What follows belongs to an exercise in optimizing a design on an open flow for small area and few clock cycles; a production flow would make more cautious choices.
The RTL was checked by simulation tests, not by an equivalence proof against the original design.
Power is estimated from default activity; no workload was simulated.

==> design/flow/config.mk <==
export PLATFORM = sky130hd
export DESIGN_NAME = multi_color_centroid_tracker
export DESIGN_NICKNAME = multi_color_centroid_tracker
export VERILOG_FILES = /design/flow/design.v
export SDC_FILE = /design/flow/constraint.sdc
export NUM_CORES = 4
export LEC_CHECK = 0
export CAP_MARGIN = 20
export CORE_MARGIN = 2
export CORE_UTILIZATION = 40
export SLEW_MARGIN = 20
==> design/flow/constraint.sdc <==
create_clock -name core_clock -period 8.0 [get_ports {iCLK}]
set_input_delay 1.6000 -clock core_clock [delete_from_list [all_inputs] [get_ports {iCLK}]]
set_output_delay 1.6000 -clock core_clock [all_outputs]
set_load 0.01 [all_outputs]
==> design/flow/design.v <==
module multi_color_centroid_tracker #(
  parameter int NUM_COLORS = 2,
  parameter int DATA_W     = 12,
  parameter int COORD_W    = 16,
  parameter int CNT_W      = 24,
  parameter int SUM_W      = 40,
  parameter int MIN_PIXELS = 64,
  localparam int SEL_W     = (NUM_COLORS > 1) ? $clog2(NUM_COLORS) : 1,
  localparam int C_W       = DATA_W / 3
) (
  input  logic                          iCLK,
  input  logic                          iRST,
  input  logic                          iEN,
  input  logic                          iFVAL,
  input  logic                          iDATA_VAL,
  input  logic [DATA_W-1:0]             iDATA,
  input  logic [COORD_W-1:0]            iX_Cont,
  input  logic [COORD_W-1:0]            iY_Cont,
  input  logic                          iCFG_WE,
  input  logic [SEL_W-1:0]              iCFG_SEL,
  input  logic [DATA_W-1:0]             iCFG_MEAN,
  input  logic [C_W-1:0]                iCFG_THRESH,
  output logic [NUM_COLORS-1:0]         oOBJ_VAL,
  output logic [NUM_COLORS*COORD_W-1:0] oX_POS,
  output logic [NUM_COLORS*COORD_W-1:0] oY_POS,
  output logic                          oDONE,
  output logic                          oBUSY,
  output logic                          oOVERRUN
);
  localparam int               RHI_W   = SUM_W - COORD_W;      
  localparam int               STEPS   = 2 * COORD_W;          
  localparam int               STEP_W  = $clog2(STEPS);
  localparam logic [CNT_W-1:0] MIN_CNT = CNT_W'(MIN_PIXELS);
  function automatic logic [C_W-1:0] abs_diff(input logic [C_W-1:0] a, input logic [C_W-1:0] b);
    abs_diff = (a >= b) ? (a - b) : (b - a);
  endfunction
  function automatic logic color_match(input logic [DATA_W-1:0] pix,
                                       input logic [DATA_W-1:0] mean,
                                       input logic [C_W-1:0]    thr);
    logic ok;
    ok = 1'b1;
    for (int c = 0; c < 3; c++) begin
      if (abs_diff(pix[c*C_W +: C_W], mean[c*C_W +: C_W]) > thr) ok = 1'b0;
    end
    color_match = ok;
  endfunction
  logic fval_q, fall_q, frame_rise;
  assign frame_rise = iFVAL & ~fval_q;
  logic [NUM_COLORS-1:0][DATA_W-1:0] stg_mean_q, act_mean_q;
  logic [NUM_COLORS-1:0][C_W-1:0]    stg_thr_q, act_thr_q;
  always_ff @(posedge iCLK) begin
    if (iRST) begin
      stg_mean_q <= '0;
      stg_thr_q  <= '0;
    end else if (iCFG_WE && (int'(iCFG_SEL) < NUM_COLORS)) begin
      stg_mean_q[iCFG_SEL] <= iCFG_MEAN;
      stg_thr_q[iCFG_SEL]  <= iCFG_THRESH;
    end
  end
  always_ff @(posedge iCLK) begin
    if (frame_rise) begin
      act_mean_q <= stg_mean_q;
      act_thr_q  <= stg_thr_q;
    end
  end
  logic [NUM_COLORS-1:0]            match;
  logic [NUM_COLORS-1:0][SUM_W-1:0] acc_x_q, acc_y_q;
  logic [NUM_COLORS-1:0][CNT_W-1:0] acc_cnt_q;
  logic [NUM_COLORS-1:0]            acc_ovf_q;
  always_comb begin
    for (int k = 0; k < NUM_COLORS; k++) begin
      match[k] = iEN & iFVAL & iDATA_VAL &
                 color_match(iDATA,
                             frame_rise ? stg_mean_q[k] : act_mean_q[k],
                             frame_rise ? stg_thr_q[k]  : act_thr_q[k]);
    end
  end
  always_ff @(posedge iCLK) begin
    for (int k = 0; k < NUM_COLORS; k++) begin
      if (frame_rise) begin
        acc_ovf_q[k] <= 1'b0;
        acc_cnt_q[k] <= CNT_W'(match[k]);
        acc_x_q[k]   <= match[k] ? SUM_W'(iX_Cont) : '0;
        acc_y_q[k]   <= match[k] ? SUM_W'(iY_Cont) : '0;
      end else if (match[k] && !acc_ovf_q[k]) begin
        if (&acc_cnt_q[k]) begin
          acc_ovf_q[k] <= 1'b1;
        end else begin
          acc_cnt_q[k] <= acc_cnt_q[k] + 1'b1;
          acc_x_q[k]   <= acc_x_q[k] + SUM_W'(iX_Cont);
          acc_y_q[k]   <= acc_y_q[k] + SUM_W'(iY_Cont);
        end
      end
    end
  end
  logic              busy_q, run_q, done_q, cap;
  logic [STEP_W-1:0] step_q;
  logic [NUM_COLORS-1:0] div_v_q, out_v_q, acc_valid;
  assign cap = fall_q & ~busy_q;
  always_comb begin
    for (int k = 0; k < NUM_COLORS; k++)
      acc_valid[k] = (acc_cnt_q[k] >= MIN_CNT) && !acc_ovf_q[k];
  end
  always_ff @(posedge iCLK) begin
    if (iRST) begin
      fval_q  <= 1'b0;
      fall_q  <= 1'b0;
      busy_q  <= 1'b0;
      run_q   <= 1'b0;
      done_q  <= 1'b0;
      out_v_q <= '0;
    end else begin
      fval_q <= iFVAL;
      fall_q <= fval_q & ~iFVAL;
      done_q <= 1'b0;
      if (cap) begin
        busy_q  <= 1'b1;
        run_q   <= |acc_valid;
        done_q  <= ~|acc_valid;
        out_v_q <= '0;
      end else if (run_q) begin
        if (&step_q) begin
          run_q   <= 1'b0;
          done_q  <= 1'b1;
          out_v_q <= div_v_q;
        end
      end else if (done_q) begin
        busy_q <= 1'b0;
      end
    end
  end
  always_ff @(posedge iCLK) begin
    if (cap) begin
      step_q  <= '0;
      div_v_q <= acc_valid;
    end else begin
      step_q <= step_q + 1'b1;
    end
  end
  logic [NUM_COLORS-1:0][SUM_W-1:0] dx_q, dy_q, step_res;
  logic [NUM_COLORS-1:0][CNT_W-1:0] dc_q;
  always_comb begin
    for (int k = 0; k < NUM_COLORS; k++) begin
      logic [CNT_W:0] rem_sh, diff;
      rem_sh = dx_q[k][SUM_W-1:COORD_W-1];
      diff   = rem_sh - {1'b0, dc_q[k]};
      step_res[k] = {diff[CNT_W] ? rem_sh[CNT_W-1:0] : diff[CNT_W-1:0],
                     dx_q[k][COORD_W-2:0], ~diff[CNT_W]};
    end
  end
  always_ff @(posedge iCLK) begin
    for (int k = 0; k < NUM_COLORS; k++) begin
      if (cap) begin
        dx_q[k] <= acc_x_q[k];
        dy_q[k] <= acc_y_q[k];
        dc_q[k] <= acc_cnt_q[k];
      end else begin
        dx_q[k][SUM_W-1:COORD_W] <= dy_q[k][SUM_W-1:COORD_W];
        dy_q[k][SUM_W-1:COORD_W] <= step_res[k][SUM_W-1:COORD_W];
        if (run_q) begin
          dx_q[k][COORD_W-1:0] <= dy_q[k][COORD_W-1:0];
          dy_q[k][COORD_W-1:0] <= step_res[k][COORD_W-1:0];
        end
      end
    end
  end
  always_comb begin
    oBUSY    = busy_q;
    oDONE    = done_q;
    oOVERRUN = fall_q & busy_q;
    for (int k = 0; k < NUM_COLORS; k++) begin
      oOBJ_VAL[k]                  = out_v_q[k];
      oX_POS[k*COORD_W +: COORD_W] = out_v_q[k] ? dx_q[k][COORD_W-1:0] : '0;
      oY_POS[k*COORD_W +: COORD_W] = out_v_q[k] ? dy_q[k][COORD_W-1:0] : '0;
    end
  end
endmodule
==> design/flow/run.sh <==
#!/bin/bash
# synth_recipe.tcl (not shown) runs the flow's synth.tcl, then flattens the netlist and writes it again
# the make line also repeats each setting of config.mk as NAME=value (left out here)
make -C /OpenROAD-flow-scripts/flow DESIGN_CONFIG=/design/flow/config.mk WORK_HOME=/design/flow/orfs CLKGATE_MAP_FILE= SYNTH_SCRIPT=/design/flow/synth_recipe.tcl finish
==> results of run 1 <==
[tightest hold or removal path, delay by kind of cell, from the launching register on]
| family | cells | cell delay, ns |
|---|---|---|
| flops | 1 | 0.30 |
| simple gates | 2 | 0.09 |
[final cells by class]
class                      instances  area (um^2)
fill                            6614        37600
multi-input combinational       2313        14500
sequential                       496        13000
timing repair buffer             162         1590
clock buffer                      74         1560
tap                              940         1180
inverter                         140          541
clock inverter                    28          295
antenna                            1         2.50
[metrics by stage]
step	setup slack, ns	util (%)
2_1_floorplan	1.33	-
3_3_place_gp	1.10	43.9
3_5_place_dp	1.02	43.9
4_1_cts	1.66	46.5
5_1_grt	1.26	46.6
6_report	1.67	46.6
[synth_stat cells, drive strengths merged, types with 67 or more instances]
library cell | count | share of area (%)
a21oi | 173 | 3.0
and2 | 79 | 1.7
clkbuf | 94 | 1.2
dfxtp | 188 | 13
edfxtp | 308 | 32
ha | 190 | 8.3
inv | 140 | 1.8
mux2i | 67 | 2.4
nand2 | 644 | 8.5
nand3 | 83 | 1.5
nor2 | 208 | 2.7
o21ai | 146 | 2.6
xnor2 | 92 | 2.9
xor2 | 127 | 3.9
[cells by family after synthesis]
| family | count (synthesis) |
|---|---|
| AOI/OAI and AO/OA | 547 |
| adders and majority gates | 208 |
| DFF | 496 |
| muxes | 70 |
| xor gates and xnor gates | 219 |
| and+or+nand+nor | 1269 |
| buffers and inverters | 258 |
[sequential cells by signal, indices dropped and copies added, names as in the netlist, 2 cells and up, named ones only]
register	cells
acc_x_q	80
acc_y_q	80
dx_q	80
dy_q	80
acc_cnt_q	48
dc_q	48
act_mean_q	24
act_thr_q	8
step_q	5
acc_ovf_q	2
div_v_q	2
out_v_q	2
[per-layer routing]
layer  global-route usage (%)  vias up  routed length (um)
met3                     2.26       82                3130
met5                        0        -                   0
met4                     4.51        0                1360
met2                     29.8      421               31100
met1                     27.1    10100               34200
li1                         -    10900                   -
[path summary, 6_finish.rpt]
check / cells after the start / endpoint / slack (ns) / start
max: 20 / acc_y_q[78] / 1.67 / iFVAL
max reg2reg: 19 / acc_y_q[78] / 2.80 / fval_q
min reg2reg: 2 / dx_q[21] / 0.40 / dy_q[21]
min: 2 / dx_q[21] / 0.40 / dy_q[21]
[power by group through the flow]
stage	Combinational (mW)	Sequential (mW)	Clock [mW]
global route	3.54	3.52	2.71
CTS	3.15	3.47	2.63
finish	3.14	3.48	2.58
global placement	3.11	3.52	0
detailed placement	3.13	3.51	0
floorplan	2.55	3.42	0
==> flow_summary.toml, run 1 <==
[status]
status = "no timing/DRC/antenna violations"

[timing]
finalSetupViolCount = 0
slew_viol_final = 0
max_slew_margin_pct = 26.9
fin_tns_setup_ns = 0
holdWs_ns = 0.402
fin_crit_sh_pct = 79.2
finClkSkew_ns = 0.0292
fmax_mhz = 158
rsz0062_at_grt = "no"
post-route-min-period_ns = 6.33
hold_viol_final = 0
worst_pin_slew_ns = 1.09

[floorplan]
die_x_um = 271
ios = 136
dieHeight_um = 271
dieArea_um2 = 73400
core_um2 = 70300
start_util_pct = 40.6
floorplan.rows = 97

[clocking]
post_cts_resized = 0
clk_path_buf_depth = 3
clock_latency_ns = 0.62
cts-root-buf = "clkbuf_16"
cts.sinks = 496
numCtsBuffers = 54
htree_levels = 2
cts_tree = "built"
cts_hold_buf = 0
post_cts_buffers = 0
clk_pin_slew_ns = 0.06

[worst_setup_path]
cp-start-kind = "input pin"
critical_path.slowest_cell = "or2_4"
crit_family = "simple AND/OR/NAND/NOR gates"
cp_slowest_stage_delay_ns = 0.53
crit_required_ns = 8.31
path_max_fanout = 34
setup.worst_path.class = "in -> reg"
end_kind = "register"
cp_cell_sequence = "clkdlybuf4s50_1 -> nand2b_4 -> buf_4 -> nand2_1 -> nand2_1 -> ha_1 -> fa_1 -> nand2_1 -> a21o_1 -> a21oi_1 -> mux2i_1 -> ha_1 -> nor2b_1 -> o21a_1 -> o21a_1 -> o21ai_0 -> nand4_1 -> nor3_1 -> or2_4 -> buf_12"
cp_common_cell = "nand2_1"
cp.buffers_inverters = 3
critPathArrivalTime_ns = 6.64

[yosys]
syn_area_um2 = 28500
synth_edf_count = 308
synth-simple-area-share_pct = 20.1
yosys_warnings = 1
synth_top_family_by_area = "simple AND/OR/NAND/NOR gates"
synth_cell_type_count = 74
synth_seq_cells = 496
synthArstFlopShare_pct = 0
synthAdderAreaFrac_pct = 9.60
synth_ff_type = "edfxtp_1"
synthCells = 3067
synth_compound_area_share_pct = 11.8
synthMuxAreaShare_pct = 2.48
synth_xor_area_share_pct = 6.82
syn_area_per_cell_um2 = 9.30
synth.net_count = 3342
yosysSeqAreaShare_pct = 45.6

[global_route]
antenna_found_initial = 1
grt_overflow = 0
gr-usage-all-layers_pct = 18.8
grt_max_degree = 149
grt_first_pass_wirelength_um = 112000
first_global_vias = 20600

[place]
place_inst = 4050
post-dp-hpwl_um = 49700
io_buffers = 135
placed_area_um2 = 30900
gp_congestion = 0.856

[power_and_ir_drop]
ir_drop_uv = 175
powerDensity_nw_per_um2 = 281
p_leak_nw = 13.1
p_total_mw = 9.19
seq_power_share_pct = 37.8
clockPowerShare_pct = 28.0
power.share.switching_pct = 33.3
p_int_mw = 6.13
p_sw_mw = 3.06
combPwrFrac_pct = 34.1

[run]
drv_cap = 0

[layout]
layout_common_cells = "644 x nand2_1, 308 x edfxtp_1, 207 x nor2_1, 190 x ha_1, 186 x dfxtp_1"
mostFrequentLayoutCell = "nand2_1"
layout.nets = 3442
drive_gt1_share_pct = 4.89
area_growth_syn_to_layout_pct = 14.7
final_cells = 4154
finish.instance_area_um2 = 32700

[drt]
viasPerCell = 5.17
wire_per_inst_um = 16.8
drt_pre_antenna_iters = 5
vias = 21500
drtIter0Drc = 1599
drtAntennaViolNets = 0
drc = 0
routed_wirelength_um = 69800

[min_path]
hold_path.class = "reg -> reg"
Testbench counts, summed over its fixed seeds: cycles 126,318.
==> inputs of run 2 (changes only) <==
--- a/design/flow/design.v
+++ b/design/flow/design.v
@@ -77,20 +77,13 @@
   end
   always_ff @(posedge iCLK) begin
     for (int k = 0; k < NUM_COLORS; k++) begin
-      if (frame_rise) begin
-        acc_ovf_q[k] <= 1'b0;
-        acc_cnt_q[k] <= CNT_W'(match[k]);
-        acc_x_q[k]   <= match[k] ? SUM_W'(iX_Cont) : '0;
-        acc_y_q[k]   <= match[k] ? SUM_W'(iY_Cont) : '0;
-      end else if (match[k] && !acc_ovf_q[k]) begin
-        if (&acc_cnt_q[k]) begin
-          acc_ovf_q[k] <= 1'b1;
-        end else begin
-          acc_cnt_q[k] <= acc_cnt_q[k] + 1'b1;
-          acc_x_q[k]   <= acc_x_q[k] + SUM_W'(iX_Cont);
-          acc_y_q[k]   <= acc_y_q[k] + SUM_W'(iY_Cont);
-        end
-      end
+      logic add, keep;
+      keep = ~frame_rise;
+      add  = match[k] & ~(keep & (acc_ovf_q[k] | (&acc_cnt_q[k])));
+      acc_ovf_q[k] <= keep & (acc_ovf_q[k] | (match[k] & (&acc_cnt_q[k])));
+      acc_cnt_q[k] <= (keep ? acc_cnt_q[k] : '0) + CNT_W'(add);
+      acc_x_q[k]   <= (keep ? acc_x_q[k] : '0) + (add ? SUM_W'(iX_Cont) : '0);
+      acc_y_q[k]   <= (keep ? acc_y_q[k] : '0) + (add ? SUM_W'(iY_Cont) : '0);
     end
   end
   logic              busy_q, run_q, done_q, cap;
--- a/design/flow/config.mk
+++ b/design/flow/config.mk
@@ -8,4 +8,5 @@
 export CAP_MARGIN = 20
 export CORE_MARGIN = 2
 export CORE_UTILIZATION = 40
+export CTS_BUF_LIST = sky130_fd_sc_hd__clkbuf_4
 export SLEW_MARGIN = 20
==> run 2 against run 1 <==
Effect of this change:
- still clean on timing, DRC and antenna
- routed wire length is 1.7% lower
- cell count grew 1.6%
- global-route usage rose by 1.1 points
- critical path type unchanged
- critical endpoint is now acc_x_q[28]
==> flow_summary.toml, run 2 <==
[clocking]
cts_tree = "built"
clock_latency_ns = 0.98
cts_hold_buf = 0
cts-root-buf = "clkbuf_4"
post_cts_resized = 0
numCtsBuffers = 135
cts.sinks = 496
clk_path_buf_depth = 3
post_cts_buffers = 0
clk_pin_slew_ns = 0.06
htree_levels = 4

[worst_setup_path]
path_max_fanout = 20
end_kind = "register"
crit_required_ns = 8.87
critical_path.slowest_cell = "clkdlybuf4s50_1"
cp_slowest_stage_delay_ns = 0.56
setup.worst_path.class = "in -> reg"
critPathArrivalTime_ns = 8.19
cp-start-kind = "input pin"

[global_route]
antenna_found_initial = 2
grt_overflow = 0
grt_max_degree = 94
grt_first_pass_wirelength_um = 112000
gr-usage-all-layers_pct = 19.9
first_global_vias = 21900

[power_and_ir_drop]
combPwrFrac_pct = 32.7
p_int_mw = 5.43
ir_drop_uv = 178
seq_power_share_pct = 38.2
p_leak_nw = 13.5
power.share.switching_pct = 33.3
p_sw_mw = 2.72
clockPowerShare_pct = 29.1
powerDensity_nw_per_um2 = 261

[place]
place_inst = 3978
gp_congestion = 0.875
post-dp-hpwl_um = 51000
dp_slack_ns = -0.294
io_buffers = 135

[floorplan]
dieHeight_um = 264
start_util_pct = 40.3
ios = 136
die_x_um = 264
floorplan.rows = 95
dieArea_um2 = 69700
core_um2 = 67000

[drt]
drt_pre_antenna_iters = 5
routed_wirelength_um = 68600
viasPerCell = 5.11
vias = 21600
drtIter0Drc = 1305
wire_per_inst_um = 16.3
drc = 0
drtAntennaViolNets = 0

[layout]
mostFrequentLayoutCell = "nand2_1"
drive_gt1_share_pct = 9.29
area_growth_syn_to_layout_pct = 15.6
layout.nets = 3516
final_cells = 4222
layout_common_cells = "620 x nand2_1, 349 x dfxtp_1, 202 x clkbuf_4, 189 x ha_1, 184 x nor2_1"

[timing]
post-route-min-period_ns = 7.31
fin_ws_ns = 0.687
hold_viol_final = 0
finClkSkew_ns = 0.0780
fin_crit_sh_pct = 91.4
max_slew_margin_pct = 27.8
worst_pin_slew_ns = 1.08
fmax_mhz = 137
rsz0062_at_grt = "no"
finalSetupViolCount = 0
slew_viol_final = 0

[yosys]
synth_cell_type_count = 86
synthArstFlopShare_pct = 0
yosysMostFrequentCell = "nand2_1"
yosysSeqAreaShare_pct = 42.2
synth_top_cell_by_area = "dfxtp_1"
synth.net_count = 3310
synth_ff_type = "dfxtp_1"
synth_seq_cells = 496
syn_area_per_cell_um2 = 8.90
yosys_warnings = 1
synth_common_cells = "620 x nand2_1, 350 x dfxtp_1, 189 x ha_1, 185 x nor2_1, 178 x and2_1"
synth_top_area_share_pct = 25.9
syn_area_um2 = 27000
synthTopCellsByArea = "dfxtp_1 26%, edfxtp_1 16%, ha_1 8.8%, nand2_1 8.6%, and2_1 4.1%"
synth_edf_count = 146
synthCells = 3036

[status]
status = "no timing/DRC/antenna violations"

[min_path]
hold_path.class = "reg -> reg"

[run]
drv_cap = 0
==> run 2: cell types whose count changed in the layout (fill, tap and decap cells not counted), moves of 24 or more <==
cell and change:
clkbuf_16 -56, clkbuf_4 +202, and2_1 +100, o22ai_1 -30, xnor2_1 +24, xor2_1 -27, dfxtp_1 +163, o21ai_0 -57
edfxtp_1 -162, nand2_1 -24, and3_1 +45
==> run 2: metrics by stage <==
stage	power, mW	area, um^2	hold slack, ns	TNS (ns)	utilization (%)
global placement	5.75	29400	0.403	0	43.9
global route	8.73	31200	0.430	0	46.6
floorplan	5.27	27000	0.399	0	-
detailed placement	5.83	29400	0.409	-4.62	43.9
CTS	8.24	31200	0.394	0	46.6
finish	8.15	31200	0.393	0	46.6
==> run 2: routing by layer <==
layer / GRT usage, % / vias up / routed length (um)
li1: - / 10900 / -
met1: 25.2 / 10100 / 31100
met2: 33.5 / 465 / 32500
met3: 3.89 / 119 / 3310
met4: 7.23 / 0 / 1710
met5: 0 / - / 0
==> run 2: worst paths after layout <==
kind / cells after the start / from / end / slack [ns]
worst min-delay path: 2 / dy_q[78] / dx_q[78] / 0.39
worst min register to register: 2 / dy_q[78] / dx_q[78] / 0.39
worst max register to register: 32 / fval_q / acc_x_q[28] / 1.47
worst max-delay path: 33 / iFVAL / acc_x_q[28] / 0.69
==> run 2: cells by family (layout without fill, tap and decap cells) <==
group	Yosys count	in the layout	synth area share, %
simple gates	1340	1340	23.6
flops	496	496	42.2
compound gates	466	466	11.0
buf+inv	240	550	3.52
xor+xnor	215	215	6.97
fa+ha+maj	207	207	10.1
mux	72	72	2.71
other cells	0	3	0
==> run 2: area by class of cell <==
cell class / instances / area [um^2]
Fill cell: 6423 / 35800
Multi-Input combinational cell: 2300 / 14700
Sequential cell: 496 / 11400
Timing Repair Buffer: 180 / 1740
Clock buffer: 202 / 1520
Tap cell: 873 / 1090
Inverter: 129 / 497
Clock inverter: 39 / 278
Antenna cell: 3 / 7.51
==> run 2: power by group through the flow <==
stage | sequential [mW] | clock, mW | combinational (mW)
after floorplan | 3.10 | 0 | 2.17
after global placement | 3.16 | 0 | 2.59
after detailed placement | 3.16 | 0 | 2.67
after CTS | 3.11 | 2.45 | 2.68
after global routing | 3.15 | 2.58 | 3.01
final | 3.11 | 2.38 | 2.67
==> run 2: worst max-delay path, delay by kind of cell <==
family	cells	cell delay (ns)
AO/OA/AOI/OAI	13	2.67
AND/OR/NAND/NOR	9	1.32
adder cells (fa/ha/maj)	5	1.08
buffers and inverters	4	1.02
multiplexers	1	0.31
XOR/XNOR	1	0.18
Testbench counts of run 2, summed over its fixed seeds: cycles 126,318.
==> inputs of run 3 (changes only) <==
--- a/design/flow/config.mk
+++ b/design/flow/config.mk
@@ -8,5 +8,4 @@
 export CAP_MARGIN = 20
 export CORE_MARGIN = 2
 export CORE_UTILIZATION = 40
-export CTS_BUF_LIST = sky130_fd_sc_hd__clkbuf_4
 export SLEW_MARGIN = 20
==> run 3 against run 2 <==
Effect of this change:
- sequential cell count unchanged
- design area up 0.26%
- register-to-register slack improved by 0.13 ns
- critical path depth unchanged
- power increased by 2.8%
- maximum frequency fell by 3.3%
- clock power rose by 9.2%
- die area unchanged
==> flow_summary.toml, run 3 <==
[drt]
routed_wirelength_um = 68000
drtIter0Drc = 1219
drc = 0
viasPerCell = 5.16
drt_pre_antenna_iters = 5
vias = 21000
wire_per_inst_um = 16.7
drtAntennaViolNets = 0

[layout]
final_cells = 4082
area_growth_syn_to_layout_pct = 15.9
drive_gt1_share_pct = 5.77
utilization_pct = 46.7
layout.nets = 3436
antenna_cells = 0
n_fill_cell = 6352
mostFrequentLayoutCell = "nand2_1"
finish.instance_area_um2 = 31300
layout_common_cells = "620 x nand2_1, 349 x dfxtp_1, 189 x ha_1, 184 x nor2_1, 178 x and2_1"

[floorplan]
start_util_pct = 40.3
dieArea_um2 = 69700
ios = 136
floorplan.rows = 95
core_um2 = 67000
die_x_um = 264
dieHeight_um = 264

[yosys]
synth-simple-area-share_pct = 23.6
synth_top_cell_by_area = "dfxtp_1"
yosys_warnings = 1
synth_top_family_by_area = "simple AND/OR/NAND/NOR gates"
yosysSeqAreaShare_pct = 42.2
synth.net_count = 3310
synth_edf_count = 146
synth_seq_cells = 496
yosysMostFrequentCell = "nand2_1"
syn_area_um2 = 27000
synthArstFlopShare_pct = 0
synth_compound_area_share_pct = 11.0
syn_area_per_cell_um2 = 8.90
synth_top_area_share_pct = 25.9
synthAdderAreaFrac_pct = 10.1
synth_ff_type = "dfxtp_1"
synthTopCellsByArea = "dfxtp_1 26%, edfxtp_1 16%, ha_1 8.8%, nand2_1 8.6%, and2_1 4.1%"
synthMuxAreaShare_pct = 2.71
synth_xor_area_share_pct = 6.97
synthCells = 3036
synth_cell_type_count = 86
synth_common_cells = "620 x nand2_1, 350 x dfxtp_1, 189 x ha_1, 185 x nor2_1, 178 x and2_1"

[global_route]
first_global_vias = 21200
antenna_found_initial = 0
gr-usage-all-layers_pct = 19.4
grt_first_pass_wirelength_um = 110000
grt_max_degree = 94
grt_overflow = 0

[worst_setup_path]
critPathArrivalTime_ns = 8.08
critical_path.slowest_cell = "clkdlybuf4s50_1"
cp-start-kind = "input pin"
cp.buffers_inverters = 4
end_kind = "register"
path_max_fanout = 20
crit_required_ns = 8.51
setup.worst_path.class = "in -> reg"
cp_slowest_stage_delay_ns = 0.56
crit_family = "compound AO/OA/AOI/OAI gates"

[timing]
post-route-min-period_ns = 7.56
max_slew_margin_pct = 26.5
fin_ws_ns = 0.435
rsz0062_at_grt = "no"
slew_viol_final = 0
hold_viol_final = 0
finClkSkew_ns = 0.0346
fmax_mhz = 132
worst_pin_slew_ns = 1.10
fin_crit_sh_pct = 94.6
fin_tns_setup_ns = 0
finalSetupViolCount = 0
holdWs_ns = 0.419

[run]
drv_cap = 0

[clocking]
cts_tree = "built"
clk_pin_slew_ns = 0.06
htree_levels = 2
clk_path_buf_depth = 3
cts-root-buf = "clkbuf_16"
clock_latency_ns = 0.63
numCtsBuffers = 55
cts.sinks = 496
post_cts_buffers = 0

[power_and_ir_drop]
powerDensity_nw_per_um2 = 268
ir_drop_uv = 173
p_leak_nw = 13.3
p_total_mw = 8.38

[place]
gp_congestion = 0.875
dp_slack_ns = -0.294
post-dp-hpwl_um = 51000
place_inst = 3978
placed_area_um2 = 29400
io_buffers = 135

[status]
status = "no timing/DRC/antenna violations"

[min_path]
hold_path.class = "reg -> reg"
## run 3: cell count changes in the layout (fill, tap and decap cells not counted), sizes merged
cell	delta
inv	-3
clkinvlp	+2
diode	-3
clkinv	-10
clkbuf	-126
## run 3: path summary, 6_finish.rpt
kind	from	cells past startpoint	slack (ns)	endpoint
worst max-delay path	iFVAL	33	0.44	acc_x_q[28]
worst min-delay path	dy_q[57]	2	0.42	dx_q[57]
worst max register to register	fval_q	32	1.60	acc_x_q[28]
worst min register to register	dy_q[57]	2	0.42	dx_q[57]
## run 3: per-layer routing
layer  part of all wire [%]  global-route usage, %  wire length [um]  vias to the layer above
li1                       -                      -                 -                    10600
met1                     46                   25.5             31200                     9927
met2                     47                   33.2             32200                      381
met3                    4.0                   2.40              2700                      116
met4                    2.8                   6.04              1880                        0
met5                      0                      0                 0                        -
## run 3: timing repair
item | in CTS | in global routing
gates resized for setup | 0 | 3
setup endpoints to repair | 0 | 12
hold buffers | 0 | 0
## run 3: power by group
part / internal, mW / switching [mW]
registers: 2.94 / 0.168
clock network: 1.53 / 1.07
logic: 1.20 / 1.46
## run 3: worst reg2reg max path, delay by kind of cell (launching register included)
family | cells | cell delay (ns)
buffers and inverters | 3 | 0.48
DFF | 1 | 0.32
AOI/OAI and AO/OA | 13 | 2.56
adders and majority gates | 5 | 1.09
and+or+nand+nor | 9 | 1.41
xor gates and xnor gates | 1 | 0.18
muxes | 1 | 0.29
## run 3: logic make-up after synthesis
family,after synthesis
DFF,496
adders and majority gates,207
buffers and inverters,240
xor gates and xnor gates,215
muxes,72
and+or+nand+nor,1340
AOI/OAI and AO/OA,466
## run 3: cell type report
class	count	area, um^2	share of cell area, %
multi-input cells	2300	14700	47.0
inverters	129	497	1.59
clock inverters	28	274	0.875
flip-flops and latches	496	11400	36.4
clock buffers	76	1600	5.11
repair buffers	180	1740	5.55
well taps	873	1090	3.49
==> inputs of run 4 (changes only) <==
--- a/design/flow/config.mk
+++ b/design/flow/config.mk
@@ -8,4 +8,6 @@
 export CAP_MARGIN = 20
 export CORE_MARGIN = 2
 export CORE_UTILIZATION = 40
+export CTS_BUF_LIST = sky130_fd_sc_hd__clkbuf_8
+export CTS_CLUSTER_SIZE = 20
 export SLEW_MARGIN = 20
==> run 4 against run 3 <==
Effect of this change:
- still clean on timing, DRC and antenna
- highest routed layer unchanged
- count of clock-buffer cells in the layout increased by 35
- area after synthesis unchanged
- setup slack better by 0.060 ns
- sequential cell count unchanged
- combinational power about the same
- critical endpoint unchanged
- critical path type unchanged
- sequential share of layout area about the same
- first-iteration DRC count is 8.9% higher
- die area unchanged
- via count grew 0.85%
==> flow_summary.toml, run 4 <==
[clocking]
cts.sinks = 496
clk_path_buf_depth = 3
cts_tree = "built"
htree_levels = 3
clock_latency_ns = 0.69
cts_hold_buf = 0
post_cts_resized = 0
cts-root-buf = "clkbuf_8"
post_cts_buffers = 0
numCtsBuffers = 86
clk_pin_slew_ns = 0.06

[layout]
drive_gt1_share_pct = 6.74
mostFrequentLayoutCell = "nand2_1"
area_growth_syn_to_layout_pct = 15.9
n_fill_cell = 6403
final_cells = 4138
seq_area_um2 = 11400
multiInputGateArea_um2 = 14700
layout.nets = 3467
layout_common_cells = "620 x nand2_1, 349 x dfxtp_1, 189 x ha_1, 184 x nor2_1, 178 x and2_1"
finish.instance_area_um2 = 31300

[drt]
wire_per_inst_um = 16.5
viasPerCell = 5.13
drtAntennaViolNets = 0
drt_pre_antenna_iters = 5
vias = 21200
drtIter0Drc = 1327
drc = 0
routed_wirelength_um = 68500

[timing]
rsz0062_at_grt = "no"
fin_tns_setup_ns = 0
fmax_mhz = 133
post-route-min-period_ns = 7.50
max_slew_margin_pct = 27.2
fin_ws_ns = 0.495
slew_viol_final = 0
hold_viol_final = 0
finalSetupViolCount = 0
worst_pin_slew_ns = 1.09
fin_crit_sh_pct = 93.8
finClkSkew_ns = 0.0401

[place]
gp_congestion = 0.875
post-dp-hpwl_um = 51000
dp_slack_ns = -0.294
place_inst = 3978
io_buffers = 135
placed_area_um2 = 29400

[yosys]
synthArstFlopShare_pct = 0
synth_top_cell_by_area = "dfxtp_1"
synthCells = 3036
synth_common_cells = "620 x nand2_1, 350 x dfxtp_1, 189 x ha_1, 185 x nor2_1, 178 x and2_1"
yosys_warnings = 1
synth_cell_type_count = 86
syn_area_per_cell_um2 = 8.90
synth_ff_type = "dfxtp_1"
synth_edf_count = 146
synth.net_count = 3310
yosysMostFrequentCell = "nand2_1"
synth_top_area_share_pct = 25.9
syn_area_um2 = 27000
synthTopCellsByArea = "dfxtp_1 26%, edfxtp_1 16%, ha_1 8.8%, nand2_1 8.6%, and2_1 4.1%"
synth_seq_cells = 496
yosysSeqAreaShare_pct = 42.2

[worst_setup_path]
path_max_fanout = 23
cp_slowest_stage_delay_ns = 0.56
end_kind = "register"
r2r-start = "fval_q"
cp-start-kind = "input pin"
critPathArrivalTime_ns = 8.08
reg2reg_to = "acc_x_q[28]"
rr_worst_depth = 32
cp_common_cell = "nand2_1"
critical_path.slowest_cell = "clkdlybuf4s50_1"
reg2reg_slack_ns = 1.60
setup.worst_path.class = "in -> reg"
cp.buffers_inverters = 4
crit_family = "compound AO/OA/AOI/OAI gates"
crit_required_ns = 8.58

[floorplan]
core_um2 = 67000
floorplan.rows = 95
dieArea_um2 = 69700
start_util_pct = 40.3
dieHeight_um = 264
die_x_um = 264
ios = 136

[power_and_ir_drop]
ir_drop_uv = 207
p_leak_nw = 13.5
powerDensity_nw_per_um2 = 264

[min_path]
hold_depth = 2
hold_path.class = "reg -> reg"
hold_path_end = "dx_q[17]"
hp-start = "dy_q[17]"

[global_route]
gr-usage-all-layers_pct = 19.6
antenna_found_initial = 1
grt_max_degree = 94
grt_first_pass_wirelength_um = 111000
first_global_vias = 21400
grt_overflow = 0

[run]
drv_cap = 0

[status]
status = "no timing/DRC/antenna violations"
[run 4: through the flow]
stage	hold WS (ns)	power [mW]	util [%]
after floorplan	0.399	5.27	-
after global placement	0.403	5.75	43.9
after detailed placement	0.409	5.83	43.9
after CTS	0.415	8.36	46.7
after global routing	0.422	8.82	46.7
final	0.414	8.28	46.7
[run 4: power by group]
group	switching [mW]	total (mW)	internal (mW)
logic	1.47	2.67	1.20
registers	0.168	3.11	2.94
clock network	1.08	2.49	1.41
[run 4: how the worst max path moves through the flow]
stage / startpoint / end / slack (ns) / depth (start not counted)
global placement: iFVAL / acc_x_q[38] / 0.05 / 33
detailed placement: iFVAL / acc_x_q[28] / -0.29 / 33
CTS: iFVAL / acc_x_q[28] / 0.45 / 33
floorplan: iFVAL / acc_y_q[36] / 0.35 / 37
global route: iFVAL / acc_x_q[38] / 0.03 / 33
finish: iFVAL / acc_x_q[28] / 0.50 / 33
[run 4: final cells by class]
type                            instances  area share (%)
Antenna cell                            1         0.00799
Clock buffer                          111            4.88
Clock inverter                         48            1.15
Inverter                              129            1.59
Multi-Input combinational cell       2300            47.0
Sequential cell                       496            36.4
Tap cell                              873            3.49
Timing Repair Buffer                  180            5.55
[run 4: kinds of logic after synthesis]
kind of cell | count (synthesis) | synth area share (%)
AO/OA/AOI/OAI | 466 | 11.0
AND/OR/NAND/NOR | 1340 | 23.6
buffers and inverters | 240 | 3.52
XOR/XNOR | 215 | 6.97
adder cells (fa/ha/maj) | 207 | 10.1
multiplexers | 72 | 2.71
flip-flops | 496 | 42.2
[run 4: routing by layer]
| metal | track usage [%] | part of all wire [%] |
|---|---|---|
| met5 | 0 | 0 |
| met4 | 6.30 | 2.7 |
| met3 | 3.06 | 3.9 |
| met2 | 33.1 | 47 |
| met1 | 25.6 | 46 |
[run 4: worst register-to-register path, delay by kind of cell, from the launching register on]
family	cells	cell delay (ns)
AO/OA/AOI/OAI	13	2.55
AND/OR/NAND/NOR	9	1.41
multiplexers	1	0.29
XOR/XNOR	1	0.18
buffers and inverters	3	0.48
flip-flops	1	0.32
adder cells (fa/ha/maj)	5	1.09
==> inputs of run 5 (changes only) <==
--- a/design/flow/design.v
+++ b/design/flow/design.v
@@ -44,8 +44,7 @@
     end
     color_match = ok;
   endfunction
-  logic fval_q, fall_q, frame_rise;
-  assign frame_rise = iFVAL & ~fval_q;
+  logic fval_q, fall_q;
   logic [NUM_COLORS-1:0][DATA_W-1:0] stg_mean_q, act_mean_q;
   logic [NUM_COLORS-1:0][C_W-1:0]    stg_thr_q, act_thr_q;
   always_ff @(posedge iCLK) begin
@@ -58,7 +57,7 @@
     end
   end
   always_ff @(posedge iCLK) begin
-    if (frame_rise) begin
+    if (!fval_q) begin
       act_mean_q <= stg_mean_q;
       act_thr_q  <= stg_thr_q;
     end
@@ -66,24 +65,26 @@
   logic [NUM_COLORS-1:0]            match;
   logic [NUM_COLORS-1:0][SUM_W-1:0] acc_x_q, acc_y_q;
   logic [NUM_COLORS-1:0][CNT_W-1:0] acc_cnt_q;
-  logic [NUM_COLORS-1:0]            acc_ovf_q;
+  logic [NUM_COLORS-1:0]            acc_ovf_q, acc_cx_q, acc_cy_q;
   always_comb begin
     for (int k = 0; k < NUM_COLORS; k++) begin
       match[k] = iEN & iFVAL & iDATA_VAL &
                  color_match(iDATA,
-                             frame_rise ? stg_mean_q[k] : act_mean_q[k],
-                             frame_rise ? stg_thr_q[k]  : act_thr_q[k]);
+                             fval_q ? act_mean_q[k] : stg_mean_q[k],
+                             fval_q ? act_thr_q[k]  : stg_thr_q[k]);
     end
   end
   always_ff @(posedge iCLK) begin
     for (int k = 0; k < NUM_COLORS; k++) begin
       logic add, keep;
-      keep = ~frame_rise;
+      keep = fval_q;
       add  = match[k] & ~(keep & (acc_ovf_q[k] | (&acc_cnt_q[k])));
       acc_ovf_q[k] <= keep & (acc_ovf_q[k] | (match[k] & (&acc_cnt_q[k])));
       acc_cnt_q[k] <= (keep ? acc_cnt_q[k] : '0) + CNT_W'(add);
-      acc_x_q[k]   <= (keep ? acc_x_q[k] : '0) + (add ? SUM_W'(iX_Cont) : '0);
-      acc_y_q[k]   <= (keep ? acc_y_q[k] : '0) + (add ? SUM_W'(iY_Cont) : '0);
+      {acc_cx_q[k], acc_x_q[k][COORD_W-1:0]} <= (keep ? {1'b0, acc_x_q[k][COORD_W-1:0]} : '0) + (add ? {1'b0, iX_Cont} : '0);
+      {acc_cy_q[k], acc_y_q[k][COORD_W-1:0]} <= (keep ? {1'b0, acc_y_q[k][COORD_W-1:0]} : '0) + (add ? {1'b0, iY_Cont} : '0);
+      acc_x_q[k][SUM_W-1:COORD_W] <= keep ? acc_x_q[k][SUM_W-1:COORD_W] + RHI_W'(acc_cx_q[k]) : '0;
+      acc_y_q[k][SUM_W-1:COORD_W] <= keep ? acc_y_q[k][SUM_W-1:COORD_W] + RHI_W'(acc_cy_q[k]) : '0;
     end
   end
   logic              busy_q, run_q, done_q, cap;
==> design/flow/flow/run.sh (new file) <==
#!/bin/bash
# Standard layout with smaller port buffers and a leaner clock tree (no dummy loads).
set -euo pipefail
export BUFFER_PORTS_ARGS="-buffer_cell sky130_fd_sc_hd__buf_1"
export CTS_ARGS="-sink_clustering_enable -repair_clock_nets -dont_use_dummy_load -sink_clustering_size 30 -sink_clustering_max_diameter 120"
bash standard.sh > standard.log 2>&1
==> design/flow/standard.sh (new file) <==
#!/bin/bash
# synth_recipe.tcl (not shown) runs the flow's synth.tcl, then flattens the netlist and writes it again
# the make line also repeats each setting of config.mk as NAME=value (left out here)
make -C /OpenROAD-flow-scripts/flow DESIGN_CONFIG=/design/flow/config.mk WORK_HOME=/design/flow/orfs CLKGATE_MAP_FILE= SYNTH_SCRIPT=/design/flow/synth_recipe.tcl "${@:-finish}"
--- a/design/flow/config.mk
+++ b/design/flow/config.mk
@@ -8,6 +8,4 @@
 export CAP_MARGIN = 20
 export CORE_MARGIN = 2
 export CORE_UTILIZATION = 40
-export CTS_BUF_LIST = sky130_fd_sc_hd__clkbuf_8
-export CTS_CLUSTER_SIZE = 20
 export SLEW_MARGIN = 20
removed: design/flow/run.sh
==> run 5 against run 4 <==
Effect of this change:
- still clean
- global-route usage decreased by 2.3 points
- core utilization decreased by 3.3 points
- die area decreased by 2.9%
- design area decreased by 10%
- combinational power decreased by 17%
- first-iteration DRC count decreased by 26%
- maximum frequency increased by 3.0%
- power decreased by 21%
- sequential cell count increased by 4
- cell count decreased by 7.7%
- clock skew increased by 0.016 ns
- register-to-register slack got worse by 0.59 ns
- largest power group unchanged
==> flow_summary.toml, run 5 <==
[yosys]
synthCells = 2892
synth_common_cells = "527 x nand2_1, 354 x dfxtp_1, 229 x and2_1, 202 x nor2_1, 192 x ha_1"
yosys_warnings = 1
synth_cell_type_count = 59
synth_edf_count = 146
syn_area_um2 = 26200
yosysMostFrequentCell = "nand2_1"
synthArstFlopShare_pct = 0
yosysSeqAreaShare_pct = 43.7
synth_seq_cells = 500
synth_top_area_share_pct = 27.0
syn_area_per_cell_um2 = 9.07
synth_top_cell_by_area = "dfxtp_1"
synthTopCellsByArea = "dfxtp_1 27%, edfxtp_1 17%, ha_1 9.2%, nand2_1 7.5%, and2_1 5.5%"
synth.net_count = 3169
synth_ff_type = "dfxtp_1"

[place]
io_buffers = 135
gp_congestion = 0.867
dp_slack_ns = 0.131
place_inst = 3795
placed_area_um2 = 27500
post-dp-hpwl_um = 43800

[layout]
mostFrequentLayoutCell = "nand2_1"
layout_common_cells = "527 x nand2_1, 353 x dfxtp_1, 229 x and2_1, 200 x nor2_1, 192 x ha_1"
final_cells = 3818
area_growth_syn_to_layout_pct = 6.97
finish.instance_area_um2 = 28100
drive_gt1_share_pct = 2.36
layout.nets = 3239
n_fill_cell = 6406

[timing]
finalSetupViolCount = 0
worst_pin_slew_ns = 1.06
hold_viol_final = 0
max_slew_margin_pct = 29.1
fin_crit_sh_pct = 91.1
post-route-min-period_ns = 7.28
rsz0062_at_grt = "no"
fin_tns_setup_ns = 0
fmax_mhz = 137
finClkSkew_ns = 0.0562
fin_ws_ns = 0.715
slew_viol_final = 0

[global_route]
grt_overflow = 0
first_global_vias = 19300
grt_max_degree = 101
grt_first_pass_wirelength_um = 96900
antenna_found_initial = 8
gr-usage-all-layers_pct = 17.3

[clocking]
cts-root-buf = "clkbuf_16"
htree_levels = 1
post_cts_resized = 0
clk_path_buf_depth = 3
cts_tree = "built"
numCtsBuffers = 20
clock_latency_ns = 0.59
cts_hold_buf = 0
cts.sinks = 500
clk_pin_slew_ns = 0.12
post_cts_buffers = 0

[power_and_ir_drop]
ir_drop_uv = 189
powerDensity_nw_per_um2 = 233
p_total_mw = 6.52
p_leak_nw = 11.7

[worst_setup_path]
setup.worst_path.class = "in -> reg"
end_kind = "register"
crit_required_ns = 8.51
critical_path.slowest_cell = "or4_1"
reg2reg_slack_ns = 1.01
cp_slowest_stage_delay_ns = 0.56
critPathArrivalTime_ns = 7.79
cp-start-kind = "input pin"
path_max_fanout = 10

[run]
drv_cap = 0

[drt]
routed_wirelength_um = 59000
vias = 19600
viasPerCell = 5.13
drt_pre_antenna_iters = 5
drtIter0Drc = 978
drc = 0
wire_per_inst_um = 15.5
drtAntennaViolNets = 0

[floorplan]
dieHeight_um = 260
dieArea_um2 = 67600
floorplan.rows = 93
die_x_um = 260
start_util_pct = 40.6
core_um2 = 64600
ios = 136

[status]
status = "no timing/DRC/antenna violations"

[min_path]
hold_path.class = "reg -> reg"
[run 5: report_power, final]
group          leakage, nW  internal, mW  switching, mW  total, mW
registers             4.35          2.94          0.150       3.09
clock network        0.246         0.455          0.774       1.23
logic                 7.14         0.981           1.23       2.21
total                 11.7          4.37           2.15       6.52
[run 5: layout make-up]
type,instances,area [um^2],area share (%)
clock buffers,20,500,1.78
multi-input cells,2163,13900,49.5
flip-flops and latches,500,11500,40.9
diodes,3,7.51,0.0268
inverters,126,483,1.72
repair buffers,151,641,2.28
well taps,855,1070,3.81
[run 5: cells by family after synthesis]
group | Yosys count | share of synthesized area, %
multiplexers | 75 | 2.90
buffers and inverters | 229 | 3.44
AND/OR/NAND/NOR | 1228 | 22.0
flip-flops | 500 | 43.7
adder cells (fa/ha/maj) | 210 | 10.5
XOR/XNOR | 218 | 7.28
AO/OA/AOI/OAI | 432 | 10.1
[run 5: routing by layer]
| layer | track usage [%] | share of wire (%) | vias up |
|---|---|---|---|
| met5 | 0 | 0.12 | - |
| met4 | 3.80 | 1.6 | 10 |
| met3 | 2.30 | 3.6 | 60 |
| met2 | 29.5 | 47 | 270 |
| met1 | 23.2 | 47 | 9337 |
| li1 | - | - | 9895 |
[run 5: worst max-delay path: cells and delay by family]
kind	cells	cell delay (ns)
xor gates and xnor gates	1	0.12
muxes	1	0.40
adders and majority gates	3	0.89
AOI/OAI and AO/OA	14	2.74
buffers and inverters	2	0.46
and+or+nand+nor	6	1.58
[run 5: path summary, 6_finish.rpt]
kind | cells after the start | end | from
min reg2reg | 2 | dx_q[76] | dy_q[76]
max | 27 | acc_y_q[15] | iDATA[1]
max reg2reg | 28 | acc_x_q[55] | fval_q
min | 2 | dx_q[76] | dy_q[76]
[run 5: through the flow]
stage                     utilization, %  hold slack, ns
after global routing                43.4           0.443
after CTS                           43.4           0.432
after global placement              42.6           0.406
after floorplan                        -           0.399
after detailed placement            42.6           0.406
final                               43.4           0.429
Testbench counts of run 5, summed over its fixed seeds: cycles 126,318.
==> inputs of run 6 (changes only) <==
==> design/flow/flow/run.sh (replaced) <==
#!/bin/bash
# Standard layout with smaller port buffers and a leaner clock tree (no dummy loads).
set -euo pipefail
export BUFFER_PORTS_ARGS="-buffer_cell sky130_fd_sc_hd__buf_1"
export CTS_ARGS="-sink_clustering_enable -repair_clock_nets -dont_use_dummy_load -sink_clustering_size 24 -sink_clustering_max_diameter 80"
bash standard.sh > standard.log 2>&1
==> run 6 against run 5 <==
Effect of this change:
- non-clock buffer count is the same
- design area rose by 0.89%
- sequential power about the same
- clock power rose by about 20%
- critical path depth stayed put
- critical endpoint unchanged
- die area did not move
- cell count grew 0.26%
- combinational power hardly changed
- critical path type unchanged
- sequential share of layout area down 0.36 points
- core utilization grew 0.39 points
- global-route usage about the same
- synthesized cell count is the same
==> flow_summary.toml, run 6 <==
[status]
status = "no timing/DRC/antenna violations"

[yosys]
synth_top_family_by_area = "simple AND/OR/NAND/NOR gates"
yosys_warnings = 1
synth_common_cells = "527 x nand2_1, 354 x dfxtp_1, 229 x and2_1, 202 x nor2_1, 192 x ha_1"
synth_top_area_share_pct = 27.0
synthCells = 2892
synthMuxAreaShare_pct = 2.90
synth_xor_area_share_pct = 7.28
synth_compound_area_share_pct = 10.1
syn_area_um2 = 26200
synthArstFlopShare_pct = 0
synth-simple-area-share_pct = 22.0
synth_ff_type = "dfxtp_1"
synth_top_cell_by_area = "dfxtp_1"
syn_area_per_cell_um2 = 9.07
synth_seq_cells = 500
synth_cell_type_count = 59
synth_edf_count = 146
synthAdderAreaFrac_pct = 10.5
yosysSeqAreaShare_pct = 43.7
yosysMostFrequentCell = "nand2_1"
synth.net_count = 3169
synthTopCellsByArea = "dfxtp_1 27%, edfxtp_1 17%, ha_1 9.2%, nand2_1 7.5%, and2_1 5.5%"

[drt]
viasPerCell = 5.11
drt_pre_antenna_iters = 5
drtIter0Drc = 1034
drtAntennaViolNets = 0
drc = 0
vias = 19500
routed_wirelength_um = 59100
wire_per_inst_um = 15.4

[power_and_ir_drop]
power.share.switching_pct = 32.4
clockPowerShare_pct = 21.8
p_int_mw = 4.58
p_sw_mw = 2.20
ir_drop_uv = 187
p_leak_nw = 11.9
powerDensity_nw_per_um2 = 239
combPwrFrac_pct = 32.7
p_total_mw = 6.78
seq_power_share_pct = 45.5

[min_path]
hold_path.class = "reg -> reg"
hp-start = "dy_q[62]"

[global_route]
gr-usage-all-layers_pct = 17.3
grt_max_degree = 101
grt_overflow = 0
first_global_vias = 19300
antenna_found_initial = 8
grt_first_pass_wirelength_um = 96900

[clocking]
numCtsBuffers = 30
post_cts_buffers = 0
cts.sinks = 500
cts-root-buf = "clkbuf_16"
clock_latency_ns = 0.62
clk_pin_slew_ns = 0.10
htree_levels = 1
clk_path_buf_depth = 3
cts_tree = "built"
cts_hold_buf = 0
post_cts_resized = 0

[layout]
layout.nets = 3249
area_growth_syn_to_layout_pct = 7.93
drive_gt1_share_pct = 2.69
n_fill_cell = 6374
layout_common_cells = "527 x nand2_1, 353 x dfxtp_1, 229 x and2_1, 200 x nor2_1, 192 x ha_1"
mostFrequentLayoutCell = "nand2_1"

[worst_setup_path]
crit_required_ns = 8.52
r2r-start = "fval_q"
cp.buffers_inverters = 2
critPathArrivalTime_ns = 7.79
crit_family = "compound AO/OA/AOI/OAI gates"
setup.worst_path.class = "in -> reg"
critical_path.slowest_cell = "or4_1"
critPathLaunch = "iDATA[9]"
cp-start-kind = "input pin"
path_max_fanout = 10
cp_slowest_stage_delay_ns = 0.58
end_kind = "register"

[floorplan]
dieArea_um2 = 67600
start_util_pct = 40.6
dieHeight_um = 260
floorplan.rows = 93
die_x_um = 260
core_um2 = 64600
ios = 136

[timing]
fin_ws_ns = 0.726
rsz0062_at_grt = "no"
slew_viol_final = 0
finalSetupViolCount = 0
worst_pin_slew_ns = 1.03
finClkSkew_ns = 0.0736
post-route-min-period_ns = 7.27
fin_crit_sh_pct = 90.9
fin_tns_setup_ns = 0
max_slew_margin_pct = 31.6
hold_viol_final = 0
fmax_mhz = 137

[place]
post-dp-hpwl_um = 43800
io_buffers = 135
gp_congestion = 0.867
dp_slack_ns = 0.131

[run]
drv_cap = 0
[run 6: layout make-up]
cell class	instances	area, um^2	share of cell area, %
antenna	3	7.51	0.0265
clock buffer	30	751	2.65
timing repair buffer	151	641	2.26
inverter	126	483	1.71
tap	855	1070	3.78
multi-input combinational	2163	13900	49.0
sequential	500	11500	40.5
[run 6: worst paths after layout]
kind / endpoint / slack [ns] / cells past startpoint
worst min-delay path: dx_q[62] / 0.41 / 2
worst max register to register: acc_y_q[15] / 1.06 / 27
worst min register to register: dx_q[62] / 0.41 / 2
worst max-delay path: acc_y_q[15] / 0.73 / 27
[run 6: cell families after synthesis]
group | Yosys count
XOR/XNOR | 218
AND/OR/NAND/NOR | 1228
flip-flops | 500
adder cells (fa/ha/maj) | 210
buffers and inverters | 229
multiplexers | 75
AO/OA/AOI/OAI | 432
[run 6: metrics by stage]
step,std cells,util (%),hold slack (ns),area [um^2]
floorplan,2892,-,0.399,26200
global placement,3795,42.6,0.406,27500
detailed placement,3795,42.6,0.406,27500
CTS,3825,43.8,0.413,28300
global route,3827,43.8,0.418,28300
finish,3828,43.8,0.405,28300
[run 6: power groups by stage]
| stage | clock network [mW] | logic (mW) | registers [mW] |
|---|---|---|---|
| CTS | 1.53 | 2.23 | 3.09 |
| global placement | 0 | 2.16 | 3.14 |
| finish | 1.48 | 2.21 | 3.09 |
| global route | 1.60 | 2.53 | 3.12 |
| detailed placement | 0 | 2.21 | 3.14 |
| floorplan | 0 | 1.85 | 3.09 |
[run 6: metal layers]
| layer | routed length (um) | GRT usage (%) |
|---|---|---|
| met1 | 27600 | 23.1 |
| met2 | 28100 | 29.5 |
| met3 | 2450 | 2.56 |
| met4 | 889 | 3.61 |
| met5 | 73 | 0 |
[run 6: worst min-delay path: stages (launching register included)]
cell and delay [ns]:
dfxtp_1 0.30, nand2_1 0.05, nand2_1 0.04
==> inputs of run 7 (changes only) <==
==> design/flow/flow/run.sh (replaced) <==
#!/bin/bash
# Standard layout with smaller port buffers and a leaner clock tree (no dummy loads).
set -euo pipefail
export BUFFER_PORTS_ARGS="-buffer_cell sky130_fd_sc_hd__buf_1"
export CTS_ARGS="-sink_clustering_enable -repair_clock_nets -dont_use_dummy_load -sink_clustering_size 36 -sink_clustering_max_diameter 70"
bash standard.sh > standard.log 2>&1
==> run 7 against run 6 <==
Effect of this change:
- maximum frequency decreased by 0.76%
- setup slack got worse by 0.056 ns
- synthesized cell count unchanged
- via count increased by 0.56%
- global-route usage increased by 0.18 points
- combinational power about the same
- sequential power about the same
- clock power increased by 11%
- critical path depth unchanged
- non-clock buffer count unchanged
- area after synthesis unchanged
- largest cell class unchanged
- largest power group unchanged
==> flow_summary.toml, run 7 <==
[status]
status = "no timing/DRC/antenna violations"

[clocking]
cts_tree = "built"
cts.sinks = 500
clk_path_buf_depth = 3
post_cts_resized = 0
cts_hold_buf = 0
clock_latency_ns = 0.58
cts-root-buf = "clkbuf_16"
htree_levels = 2
numCtsBuffers = 36
post_cts_buffers = 0
clk_pin_slew_ns = 0.06

[yosys]
synth_ff_type = "dfxtp_1"
synth_cell_type_count = 59
synth_edf_count = 146
synth_top_cell_by_area = "dfxtp_1"
syn_area_per_cell_um2 = 9.07
synthArstFlopShare_pct = 0
synthCells = 2892
yosys_warnings = 1
synth_top_area_share_pct = 27.0
synthTopCellsByArea = "dfxtp_1 27%, edfxtp_1 17%, ha_1 9.2%, nand2_1 7.5%, and2_1 5.5%"
syn_area_um2 = 26200
yosysMostFrequentCell = "nand2_1"
yosysSeqAreaShare_pct = 43.7
synth.net_count = 3169
synth_common_cells = "527 x nand2_1, 354 x dfxtp_1, 229 x and2_1, 202 x nor2_1, 192 x ha_1"
synth_seq_cells = 500

[layout]
n_fill_cell = 6356
mostFrequentLayoutCell = "nand2_1"
layout_common_cells = "527 x nand2_1, 353 x dfxtp_1, 229 x and2_1, 200 x nor2_1, 192 x ha_1"
drive_gt1_share_pct = 2.89
area_growth_syn_to_layout_pct = 8.49
multiInputGateArea_um2 = 13900
utilization_pct = 44.1
layout.nets = 3255
seq_area_um2 = 11500

[worst_setup_path]
cp-start-kind = "input pin"
cp_slowest_stage_delay_ns = 0.56
critPathArrivalTime_ns = 7.80
critical_path.slowest_cell = "or4_1"
path_max_fanout = 10
crit_family = "compound AO/OA/AOI/OAI gates"
end_kind = "register"
cp.buffers_inverters = 2
crit_required_ns = 8.47
setup.worst_path.class = "in -> reg"

[floorplan]
ios = 136
core_um2 = 64600
floorplan.rows = 93
start_util_pct = 40.6
dieHeight_um = 260
die_x_um = 260
dieArea_um2 = 67600

[drt]
viasPerCell = 5.13
wire_per_inst_um = 15.5
vias = 19700
routed_wirelength_um = 59400
drc = 0
drtAntennaViolNets = 0
drt_pre_antenna_iters = 5
drtIter0Drc = 979

[global_route]
antenna_found_initial = 7
busiest_layer = "met2"
grt_first_pass_wirelength_um = 97300
use_met1_pct = 23.0
grt_max_degree = 101
use_met2_pct = 29.7
use_met3_pct = 2.86
first_global_vias = 19300
grt_overflow = 0
gr-usage-all-layers_pct = 17.4

[power_and_ir_drop]
p_leak_nw = 11.9
ir_drop_uv = 159
powerDensity_nw_per_um2 = 244

[place]
gp_congestion = 0.867
io_buffers = 135
post-dp-hpwl_um = 43800

[timing]
hold_viol_final = 0
fmax_mhz = 136
max_slew_margin_pct = 31.7
finClkSkew_ns = 0.0728
worst_pin_slew_ns = 1.02
slew_viol_final = 0
fin_crit_sh_pct = 91.6
rsz0062_at_grt = "no"
fin_tns_setup_ns = 0
post-route-min-period_ns = 7.33
finalSetupViolCount = 0

[run]
drv_cap = 0

[min_path]
hold_path.class = "reg -> reg"
[run 7: cell counts after synthesis]
No cell type changed its count.
[run 7: logic make-up after synthesis]
| logic type | after synthesis | share of synthesized area [%] |
|---|---|---|
| fa+ha+maj | 210 | 10.5 |
| buf+inv | 229 | 3.44 |
| compound gates | 432 | 10.1 |
| mux | 75 | 2.90 |
| xor+xnor | 218 | 7.28 |
| flops | 500 | 43.7 |
| simple gates | 1228 | 22.0 |
[run 7: stage by stage]
stage	instance area [um^2]	power (mW)	hold WS [ns]	worst slack (ns)	instances
finish	28400	6.95	0.423	0.671	3833
global route	28400	7.44	0.437	0.204	3832
CTS	28400	7.03	0.424	0.679	3831
detailed placement	27500	5.36	0.406	0.131	3795
global placement	27500	5.30	0.406	0.237	3795
floorplan	26200	4.94	0.399	0.914	2892
[run 7: path summary, 6_finish.rpt]
path | cells after the start | startpoint | to | slack [ns]
setup / recovery | 27 | iDATA[1] | acc_y_q[15] | 0.67
hold / removal | 2 | dy_q[77] | dx_q[77] | 0.42
setup reg to reg | 28 | fval_q | acc_y_q[55] | 0.99
hold reg to reg | 2 | dy_q[77] | dx_q[77] | 0.42
[run 7: tightest hold or removal path: stages, from the launching register on]
cell,delay [ns]
dfxtp_1,0.30
nand2_1,0.04
nand2_1,0.05
[run 7: where the power goes]
group / leakage [nW] / internal, mW / switching, mW / total [mW]
Clock: 0.444 / 0.799 / 0.851 / 1.65
Sequential: 4.35 / 2.94 / 0.150 / 3.09
Combinational: 7.14 / 0.982 / 1.23 / 2.21
[run 7: area by class of cell]
class	count	area share, %
Tap cell	855	3.76
Antenna cell	2	0.0176
Multi-Input combinational cell	2163	48.8
Inverter	126	1.70
Sequential cell	500	40.3
Timing Repair Buffer	151	2.25
Clock buffer	36	3.17
[run 7: routing by layer]
metal / share of wire [%] / vias up
met5: 0.13 / -
met4: 1.9 / 10
met3: 4.3 / 79
met2: 48 / 296
met1: 46 / 9346
li1: - / 9921
==> inputs of run 8 (changes only) <==
==> design/flow/flow/run.sh (replaced) <==
#!/bin/bash
# Standard layout with smaller port buffers and a leaner clock tree (no dummy loads).
set -euo pipefail
export BUFFER_PORTS_ARGS="-buffer_cell sky130_fd_sc_hd__buf_1"
export CTS_ARGS="-sink_clustering_enable -repair_clock_nets -dont_use_dummy_load -sink_clustering_size 30 -sink_clustering_max_diameter 80"
bash standard.sh > standard.log 2>&1
==> run 8 against run 7 <==
Effect of this change:
- still clean on timing, DRC and antenna
- setup slack improved by 0.076 ns
- design area fell by 0.69%
- routed wire length fell by 0.56%
- critical path depth did not move
- highest routed layer unchanged
==> flow_summary.toml, run 8 <==
[worst_setup_path]
rr_worst_depth = 28
path_max_fanout = 10
setup.worst_path.class = "in -> reg"
cp.buffers_inverters = 2
end_kind = "register"
reg2reg_slack_ns = 1.07
cp-start-kind = "input pin"
critical_path.slowest_cell = "or4_1"
reg2reg_to = "acc_x_q[55]"
cp_slowest_stage_delay_ns = 0.56
r2r-start = "fval_q"
crit_family = "compound AO/OA/AOI/OAI gates"
crit_required_ns = 8.53
critPathArrivalTime_ns = 7.78

[drt]
drtIter0Drc = 964
drc = 0
routed_wirelength_um = 59100
vias = 19600
viasPerCell = 5.11
drt_pre_antenna_iters = 5
wire_per_inst_um = 15.5
drtAntennaViolNets = 0

[yosys]
syn_area_um2 = 26200
synth_ff_type = "dfxtp_1"
synth_top_area_share_pct = 27.0
synth_edf_count = 146
synth.net_count = 3169
yosysSeqAreaShare_pct = 43.7
synth_seq_cells = 500
synth_common_cells = "527 x nand2_1, 354 x dfxtp_1, 229 x and2_1, 202 x nor2_1, 192 x ha_1"
yosysMostFrequentCell = "nand2_1"
synthCells = 2892
synthTopCellsByArea = "dfxtp_1 27%, edfxtp_1 17%, ha_1 9.2%, nand2_1 7.5%, and2_1 5.5%"
yosys_warnings = 1
synth_top_cell_by_area = "dfxtp_1"
syn_area_per_cell_um2 = 9.07
synthArstFlopShare_pct = 0
synth_cell_type_count = 59

[clocking]
post_cts_resized = 0
post_cts_buffers = 0
htree_levels = 1
clock_latency_ns = 0.62
cts-root-buf = "clkbuf_16"
cts_hold_buf = 0
cts_tree = "built"
cts.sinks = 500
clk_path_buf_depth = 3
clk_pin_slew_ns = 0.09
numCtsBuffers = 28

[power_and_ir_drop]
ir_drop_uv = 164
p_leak_nw = 11.8
powerDensity_nw_per_um2 = 238

[global_route]
antenna_found_initial = 8
grt_first_pass_wirelength_um = 96800
gr-usage-all-layers_pct = 17.3
grt_overflow = 0
grt_max_degree = 101
first_global_vias = 19300

[timing]
finalSetupViolCount = 0
slew_viol_final = 0
max_slew_margin_pct = 28.9
fin_tns_setup_ns = 0
fmax_mhz = 138
post-route-min-period_ns = 7.25
worst_pin_slew_ns = 1.06
hold_viol_final = 0
rsz0062_at_grt = "no"
fin_crit_sh_pct = 90.7
finClkSkew_ns = 0.0741

[layout]
n_fill_cell = 6378
mostFrequentLayoutCell = "nand2_1"
utilization_pct = 43.7
seq_area_um2 = 11500
multiInputGateArea_um2 = 13900
layout.nets = 3247
drive_gt1_share_pct = 2.63
layout_common_cells = "527 x nand2_1, 353 x dfxtp_1, 229 x and2_1, 200 x nor2_1, 192 x ha_1"
area_growth_syn_to_layout_pct = 7.73

[floorplan]
core_um2 = 64600
dieArea_um2 = 67600
ios = 136
start_util_pct = 40.6
dieHeight_um = 260
die_x_um = 260
floorplan.rows = 93

[place]
gp_congestion = 0.867
io_buffers = 135
post-dp-hpwl_um = 43800

[run]
drv_cap = 0

[min_path]
hold_path.class = "reg -> reg"
hold_depth = 2
hold_path_end = "dx_q[22]"
hp-start = "dy_q[22]"

[status]
status = "no timing/DRC/antenna violations"
run 8: cell count changes in the layout (fill, tap and decap cells not counted), sizes merged:
cell / change
clkbuf: -8
diode: +1
run 8: worst min-delay path, stage by stage, from the launching register on:
cell	delay [ns]
dfxtp_1	0.30
nand2_1	0.05
nand2_1	0.05
run 8: cell families after synthesis:
family | count (synthesis) | synth area share (%)
compound gates | 432 | 10.1
xor+xnor | 218 | 7.28
fa+ha+maj | 210 | 10.5
buf+inv | 229 | 3.44
flops | 500 | 43.7
mux | 75 | 2.90
simple gates | 1228 | 22.0
run 8: area by class of cell:
| type | instances | share of cell area, % |
|---|---|---|
| Multi-Input combinational cell | 2163 | 49.1 |
| Sequential cell | 500 | 40.6 |
| Tap cell | 855 | 3.79 |
| Clock buffer | 28 | 2.48 |
| Timing Repair Buffer | 151 | 2.27 |
| Inverter | 126 | 1.71 |
| Antenna cell | 3 | 0.0266 |
run 8: worst max path at each step:
stage,from,to,slack (ns),depth (start not counted)
floorplan,iDATA[8],acc_x_q[55],0.91,29
global placement,iDATA[9],acc_y_q[15],0.24,27
detailed placement,iDATA[1],acc_y_q[15],0.13,27
CTS,iDATA[1],acc_y_q[15],0.74,27
global route,iDATA[1],acc_y_q[15],0.26,27
finish,iDATA[1],acc_y_q[15],0.75,27
run 8: where the power goes:
| part | leakage [nW] | internal [mW] | total [mW] | switching, mW |
|---|---|---|---|---|
| registers | 4.35 | 2.94 | 3.09 | 0.150 |
| clock network | 0.345 | 0.620 | 1.43 | 0.807 |
| logic | 7.14 | 0.981 | 2.21 | 1.23 |
run 8: metrics by stage:
stage          cell area [um^2]  std cells  worst slack [ns]  total power [mW]  hold WS [ns]
2_1_floorplan             26200       2892             0.914              4.94         0.399
5_1_grt                   28200       3825             0.265              7.20         0.434
4_1_cts                   28200       3823             0.737              6.79         0.427
6_report                  28300       3826             0.746              6.73         0.423
3_5_place_dp              27500       3795             0.131              5.36         0.406
3_3_place_gp              27500       3795             0.237              5.30         0.406
run 8: metal layers:
layer	track usage [%]	routed length, um	up-vias	share of wire (%)
li1	-	-	9901	-
met1	23.0	27500	9305	47
met2	29.6	28200	281	48
met3	2.50	2390	66	4.0
met4	3.74	951	10	1.6
met5	0	73	-	0.12

[what the ideal ports hide]
The results above use ideal ports. As a check the final layouts listed here were re-extracted and re-timed, cells and wires unchanged. Step 1, drivers: a clkbuf_16 drives iCLK and a buf_2 each remaining input, both assumed. Step 2 adds t to the input delays and takes it off the output delays; t is the mean of the earliest and latest rising clock arrival at the registers after step 1. Input paths then give back, and output paths get back, about the clock's delay inside the block. Slacks: no drivers / after step 1 / after step 2; pairs: no drivers / after step 1.
run | t, ns | setup WS [ns] | worst setup path after step 2 | clock arrival spread, ns
run 1 | 0.669 | 1.665 / 1.706 / 1.037 | input to register | 0.030 / 0.030
run 2 | 1.002 | 0.687 / 0.721 / -0.281 | input to register | 0.078 / 0.078
run 3 | 0.672 | 0.435 / 0.475 / -0.197 | input to register | 0.034 / 0.035
run 4 | 0.730 | 0.495 / 0.531 / -0.198 | input to register | 0.042 / 0.041
run 5 | 0.625 | 0.715 / 0.732 / 0.108 | input to register | 0.059 / 0.059
run 6 | 0.649 | 0.726 / 0.743 / 0.094 | input to register | 0.074 / 0.074
run 7 | 0.604 | 0.671 / 0.686 / 0.082 | input to register | 0.073 / 0.074
run 8 | 0.643 | 0.746 / 0.762 / 0.118 | input to register | 0.074 / 0.075
Met with ideal ports but missed after step 2: setup timing in run 2, run 3 and run 4. For run 2, which loses most, drivers alone change the setup slack by +0.034 ns; drivers and shift together by -0.968 ns.
